What follows belongs to an exercise in optimizing a design on an open flow for small area, a short achievable clock period and few clock cycles; a production flow would make more cautious choices.
Function was checked by simulation only, so behaviour that the tests miss may differ from the original.
No activity file was given, so power comes from the tool's default toggle rates.

==> flow/design.v <==
`default_nettype none
module lprd_back (
  input  logic [2:0] addr,
  input  logic [3:0] max_msg,
  input  logic [3:0] max_args,
  output logic [3:0] rdata
);
  assign rdata = (addr == 3'd0) ? max_msg : ((addr == 3'd4) ? max_args : 4'd0);
endmodule
`default_nettype wire
`default_nettype none
module length_prefixed_request_deframer (
  input  logic        clk,
  input  logic        rst_n,
  input  logic        in_tvalid,
  output logic        in_tready,
  input  logic [7:0]  in_tdata,
  input  logic        in_tuser,
  output logic        out_tvalid,
  input  logic        out_tready,
  output logic [31:0] out_tdata,
  output logic        out_tuser,
  output logic        out_tlast,
  input  logic        cfg_psel,
  input  logic        cfg_penable,
  input  logic        cfg_pwrite,
  input  logic [2:0]  cfg_paddr,
  input  logic [31:0] cfg_pwdata,
  output logic [31:0] cfg_prdata,
  output logic        cfg_pready
);
  localparam logic [4:0] PH_LEN  = 5'b00001;
  localparam logic [4:0] PH_CNT  = 5'b00010;
  localparam logic [4:0] PH_ALEN = 5'b00100;
  localparam logic [4:0] PH_DATA = 5'b01000;
  localparam logic [4:0] PH_FAIL = 5'b10000;
  localparam logic [2:0] ST_OK       = 3'd0;
  localparam logic [2:0] ST_TOO_LONG = 3'd1;
  localparam logic [2:0] ST_TOO_MANY = 3'd2;
  localparam logic [2:0] ST_OVERRUN  = 3'd3;
  localparam logic [2:0] ST_TRAILING = 3'd4;
  logic [31:0] max_msg_r;
  logic [20:0] max_args_r;
  logic        cfg_wr;
  assign cfg_pready = 1'b1;
  assign cfg_wr     = cfg_psel && cfg_penable && cfg_pwrite;
  always_ff @(posedge clk) begin
    if (!rst_n) begin
      max_msg_r  <= 32'd33554432;
      max_args_r <= 21'd200000;
    end else if (cfg_wr) begin
      if (cfg_paddr == 3'd0) max_msg_r  <= cfg_pwdata;
      if (cfg_paddr == 3'd4) max_args_r <= cfg_pwdata[20:0];
    end
  end
  logic [31:0] rd_args;
  assign rd_args = {11'd0, max_args_r};
  for (genvar g = 0; g < 8; g++) begin : g_rd
    lprd_back u_rd (
      .addr     (cfg_paddr),
      .max_msg  (max_msg_r[4*g +: 4]),
      .max_args (rd_args[4*g +: 4]),
      .rdata    (cfg_prdata[4*g +: 4])
    );
  end
  logic [4:0]  ph_r;
  logic [1:0]  pos_r;
  logic [31:0] body_r;      
  logic [20:0] args_r;      
  logic [31:0] abytes_r;    
  logic [19:0] cur_r;       
  logic        inc_r;       
  logic        valid_r;
  logic [2:0]  st_r;
  logic        aend_r, mend_r, has_r;
  logic [7:0]  pay_r;
  logic        in_acc;
  assign in_tready = !valid_r || out_tready;
  assign in_acc    = in_tvalid && in_tready;
  logic        is_len, is_cnt, is_alen, is_data, is_fail, fld, last;
  logic [31:0] body_dec, abytes_dec, opnd;
  logic [20:0] args_dec;
  logic [19:0] cur_inc;
  logic        b_zero, b_one, b_le4;
  logic        cnt_a0, a_one_alen, a_zero_data, ab_one, lo_gt, lo_zero, lo_short;
  logic        c_valid_cnt, c_valid_alen, c_valid_data;
  logic        c_end_cnt, c_fail_cnt, c_end_alen, c_fail_alen, c_end_data, c_fail_data;
  logic [2:0]  c_st_cnt, c_st_alen, c_st_data;
  always_comb begin
    is_len  = ph_r[0];
    is_cnt  = ph_r[1];
    is_alen = ph_r[2];
    is_data = ph_r[3];
    is_fail = ph_r[4];
    fld     = is_len || is_cnt || is_alen;
    last    = (pos_r == 2'd3);
    body_dec   = body_r - 32'd1;
    abytes_dec = abytes_r - 32'd1;
    args_dec   = args_r - 21'd1;
    cur_inc    = cur_r + 20'd1;
    b_zero  = (body_r == 32'd0);
    b_one   = (body_r == 32'd1);
    b_le4   = !b_zero && (body_r[31:3] == 29'd0) && (body_r[2:0] <= 3'd4);
    cnt_a0      = (abytes_r[20:0] == 21'd0);    
    a_one_alen  = (args_r == 21'd1);            
    a_zero_data = (args_r == 21'd0);            
    ab_one      = (abytes_r == 32'd1);
    lo_zero  = (abytes_r[23:0] == 24'd0);
    lo_short = (abytes_r[23:2] == 22'd0);
    opnd  = is_len ? max_msg_r : (is_cnt ? {11'd0, max_args_r} : body_r);
    lo_gt = ({abytes_r[23:0], 1'b1} > {opnd[23:0], !is_alen});
    c_end_cnt   = cnt_a0 && b_one;
    c_fail_cnt  = (cnt_a0 && !b_one) || (!cnt_a0 && b_le4);
    c_valid_cnt = c_end_cnt || c_fail_cnt;
    c_st_cnt    = (cnt_a0 && !b_one) ? ST_TRAILING : ((!cnt_a0 && b_le4) ? ST_OVERRUN : ST_OK);
    c_end_alen   = a_one_alen && b_one;
    c_fail_alen  = (a_one_alen && !b_one) || (!a_one_alen && b_le4);
    c_valid_alen = c_end_alen || c_fail_alen;
    c_st_alen    = (a_one_alen && !b_one) ? ST_TRAILING : ((!a_one_alen && b_le4) ? ST_OVERRUN : ST_OK);
    c_end_data   = a_zero_data && b_one;
    c_fail_data  = (a_zero_data && !b_one) || (!a_zero_data && b_le4);
    c_valid_data = c_end_data || c_fail_data;
    c_st_data    = (a_zero_data && !b_one) ? ST_TRAILING : ((!a_zero_data && b_le4) ? ST_OVERRUN : ST_OK);
  end
  logic        hi_gt, hi_eq, v_gt, in_zero, v_zero, v_short;
  logic [4:0]  ph_nxt;
  logic        res_valid, res_aend, res_mend, res_has, aend;
  logic [2:0]  res_st;
  always_comb begin
    hi_gt   = (in_tdata > opnd[31:24]);
    hi_eq   = (in_tdata == opnd[31:24]);
    v_gt    = hi_gt || (hi_eq && lo_gt);
    in_zero = (in_tdata == 8'd0);
    v_zero  = in_zero && lo_zero;
    v_short = in_zero && lo_short;
    ph_nxt    = ph_r;
    res_valid = 1'b0;
    res_aend  = 1'b0;
    res_mend  = 1'b0;
    res_has   = 1'b0;
    res_st    = ST_OK;
    aend      = 1'b0;
    case (1'b1)
      is_len: if (last) begin
        res_mend = 1'b1;
        if (v_gt) begin
          ph_nxt = PH_FAIL; res_valid = 1'b1; res_st = ST_TOO_LONG;
        end else if (v_short) begin
          ph_nxt = PH_FAIL; res_valid = 1'b1; res_st = ST_OVERRUN;
        end else begin
          ph_nxt = PH_CNT;
        end
      end
      is_cnt: if (last) begin
        res_mend = 1'b1;
        if (v_gt) begin
          ph_nxt = PH_FAIL; res_valid = 1'b1; res_st = ST_TOO_MANY;
        end else begin
          res_valid = c_valid_cnt;
          res_st    = c_st_cnt;
          ph_nxt    = c_end_cnt ? PH_LEN : (c_fail_cnt ? PH_FAIL : PH_ALEN);
        end
      end
      is_alen: if (last) begin
        if (v_gt && !b_zero) begin
          ph_nxt = PH_FAIL; res_valid = 1'b1; res_mend = 1'b1; res_st = ST_OVERRUN;
        end else if (v_zero) begin
          aend      = 1'b1;
          res_valid = 1'b1;
          res_aend  = 1'b1;
          res_mend  = c_valid_alen;
          res_st    = c_st_alen;
          ph_nxt    = c_end_alen ? PH_LEN : (c_fail_alen ? PH_FAIL : PH_ALEN);
        end else begin
          ph_nxt = PH_DATA;
        end
      end
      is_data: begin
        res_valid = 1'b1;
        res_has   = 1'b1;
        if (ab_one) begin
          aend     = 1'b1;
          res_aend = 1'b1;
          res_mend = c_valid_data;
          res_st   = c_st_data;
          ph_nxt   = c_end_data ? PH_LEN : (c_fail_data ? PH_FAIL : PH_ALEN);
        end
      end
      default: ;
    endcase
    if (in_tuser) begin
      ph_nxt    = PH_LEN;
      res_valid = 1'b0;
      res_has   = 1'b0;
      aend      = 1'b0;
    end
  end
  always_ff @(posedge clk) begin
    if (!rst_n) begin
      ph_r  <= PH_LEN;
      pos_r <= 2'd0;
    end else if (in_acc) begin
      ph_r  <= ph_nxt;
      pos_r <= in_tuser ? 2'd1 : (fld ? pos_r + 2'd1 : pos_r);
    end
  end
  always_ff @(posedge clk) begin
    if (in_acc) begin
      if (is_len) begin
        if (last) body_r <= {in_tdata, abytes_r[23:0]};
      end else if (!is_fail) begin
        body_r <= body_dec;
      end
      if (in_tuser || (fld && pos_r == 2'd0)) abytes_r[7:0] <= in_tdata;
      else if (is_data)                       abytes_r[7:0] <= abytes_dec[7:0];
      if (!in_tuser) begin
        if (fld) begin
          if (pos_r == 2'd1) abytes_r[15:8]  <= in_tdata;
          if (pos_r == 2'd2) abytes_r[23:16] <= in_tdata;
          if (pos_r == 2'd3) abytes_r[31:24] <= in_tdata;
        end else if (is_data) begin
          abytes_r[31:8] <= abytes_dec[31:8];
        end
      end
      if (last && is_cnt)  args_r <= abytes_r[20:0];
      if (last && is_alen) args_r <= args_dec;
      if (in_tuser || is_len || is_cnt) cur_r <= 20'd0;
      else if (inc_r)                   cur_r <= cur_inc;
      inc_r <= aend;
    end
  end
  always_ff @(posedge clk) begin
    if (in_tready) begin
      st_r   <= res_st;
      aend_r <= res_aend;
      mend_r <= res_mend;
      has_r  <= res_has;
      pay_r  <= res_has ? in_tdata : 8'd0;
    end
  end
  always_ff @(posedge clk) begin
    if (!rst_n)      valid_r <= 1'b0;
    else if (in_acc) valid_r <= res_valid;
    else if (out_tready) valid_r <= 1'b0;
  end
  assign out_tvalid = valid_r;
  assign out_tdata  = {st_r, aend_r, cur_r, pay_r};
  assign out_tuser  = has_r;
  assign out_tlast  = mend_r;
endmodule
`default_nettype wire
Settings: LEC_CHECK=0, CAP_MARGIN=20, CORE_MARGIN=2, CORE_UTILIZATION=65, CTS_CLUSTER_DIAMETER=100, CTS_CLUSTER_SIZE=40, SETUP_SLACK_MARGIN=3.6, SLEW_MARGIN=20, SYNTH_HIERARCHICAL=1; clock period 7.0 ns.
standard.sh (not shown) runs the stock make flow with config.mk's settings and CLKGATE_MAP_FILE= SYNTH_SCRIPT=/design/flow/synth_recipe.tcl, a recipe that flattens the netlist after the stock synthesis.
==> flow/flow/run.sh <==
#!/bin/bash
# Standard layout, with the port buffers made from the smallest buffer
# (the resizer upsizes those on critical paths).
cp standard.sh standard.sh.txt
export BUFFER_PORTS_ARGS="-buffer_cell sky130_fd_sc_hd__buf_1"
bash standard.sh > standard.log 2>&1
The first run ran to the end with no violations.
Testbench counts at the start, summed over its fixed seeds: cycles 400,378.
==> next run, changes <==
CTS_BUF_LIST = sky130_fd_sc_hd__clkbuf_8   (was unset)
CTS_CLUSTER_DIAMETER = unset   (was 100)
CTS_CLUSTER_SIZE = unset   (was 40)
SETUP_SLACK_MARGIN = 3.55   (was 3.6)
After rerunning: Register-to-register slack degrades by 0.07 ns. Via count fell by 5.0%. Total power fell by 7.9%. Die area stays the same. Cell count fell by 1.3%. Utilization fell by 4.5 points. First-iteration DRC count fell by 2.2%. Clock skew barely changes. Maximum frequency is about the same.
==> next run, changes <==
CTS_BUF_LIST = unset   (was sky130_fd_sc_hd__clkbuf_8)
SETUP_SLACK_MARGIN = 3.6   (was 3.55)
Result:
- worst setup slack degrades by 0.0098 ns
- clock-buffer cell count increases by 1
- first-iteration DRC count increases by about 2.2%
==> next run, changes <==
CTS_BUF_LIST = sky130_fd_sc_hd__clkbuf_8   (was unset)
CTS_CLUSTER_DIAMETER = 60   (was unset)
CTS_CLUSTER_SIZE = 30   (was unset)
- The new run went through all stages and came out clean
- wire length shrinks by a few percent
- final area is lower slightly
- sequential share of layout area came out higher by 0.62 points
==> next run, changes <==
CORE_UTILIZATION = 72   (was 65)
CTS_CLUSTER_DIAMETER = unset   (was 60)
CTS_CLUSTER_SIZE = unset   (was 30)
SETUP_SLACK_MARGIN = 3.45   (was 3.6)
What happened: The new run produced a clean layout; area after synthesis stays the same; routed wire length fell by 12%; combinational power fell by about 23%; non-clock buffer count decreases by 25; register-to-register slack is worse by 0.15 ns; clock power is about the same; setup slack is worse by 0.078 ns; sequential share of layout area came out higher by 2.5 points.

==> static timing again, ports no longer ideal <==
The flow's constraints put no driver on any port. The routed layouts listed below were extracted and timed again, unchanged, in two steps. Step 1, drivers: a clkbuf_16 drives clk and a buf_2 each remaining input, both assumed. Step 2 adds t to the input delays and takes it off the output delays; t is the mean of the earliest and latest rising clock arrival at the registers after step 1. Input paths then give back, and output paths get back, about the clock's delay inside the block. Three values: no drivers, after step 1, after step 2; two values: the first two.
run | t, ns | setup slack, ns | worst setup path after step 2 | worst register clock-pin slew, ns
the first run | 0.492 | 3.525 / 3.256 / 3.198 | input to register | 0.08 / 0.08
the second run | 0.515 | 3.534 / 3.407 / 3.141 | input to register | 0.10 / 0.10
the third run | 0.492 | 3.525 / 3.256 / 3.198 | input to register | 0.08 / 0.08
the fourth run | 0.518 | 3.553 / 3.245 / 3.225 | input to register | 0.11 / 0.11
the fifth run | 0.505 | 3.475 / 3.441 / 3.012 | input to register | 0.10 / 0.10
After both steps setup and hold are still met in every run listed. For the fifth run, which loses most, drivers alone change the setup slack by -0.034 ns; drivers and shift together by -0.463 ns.
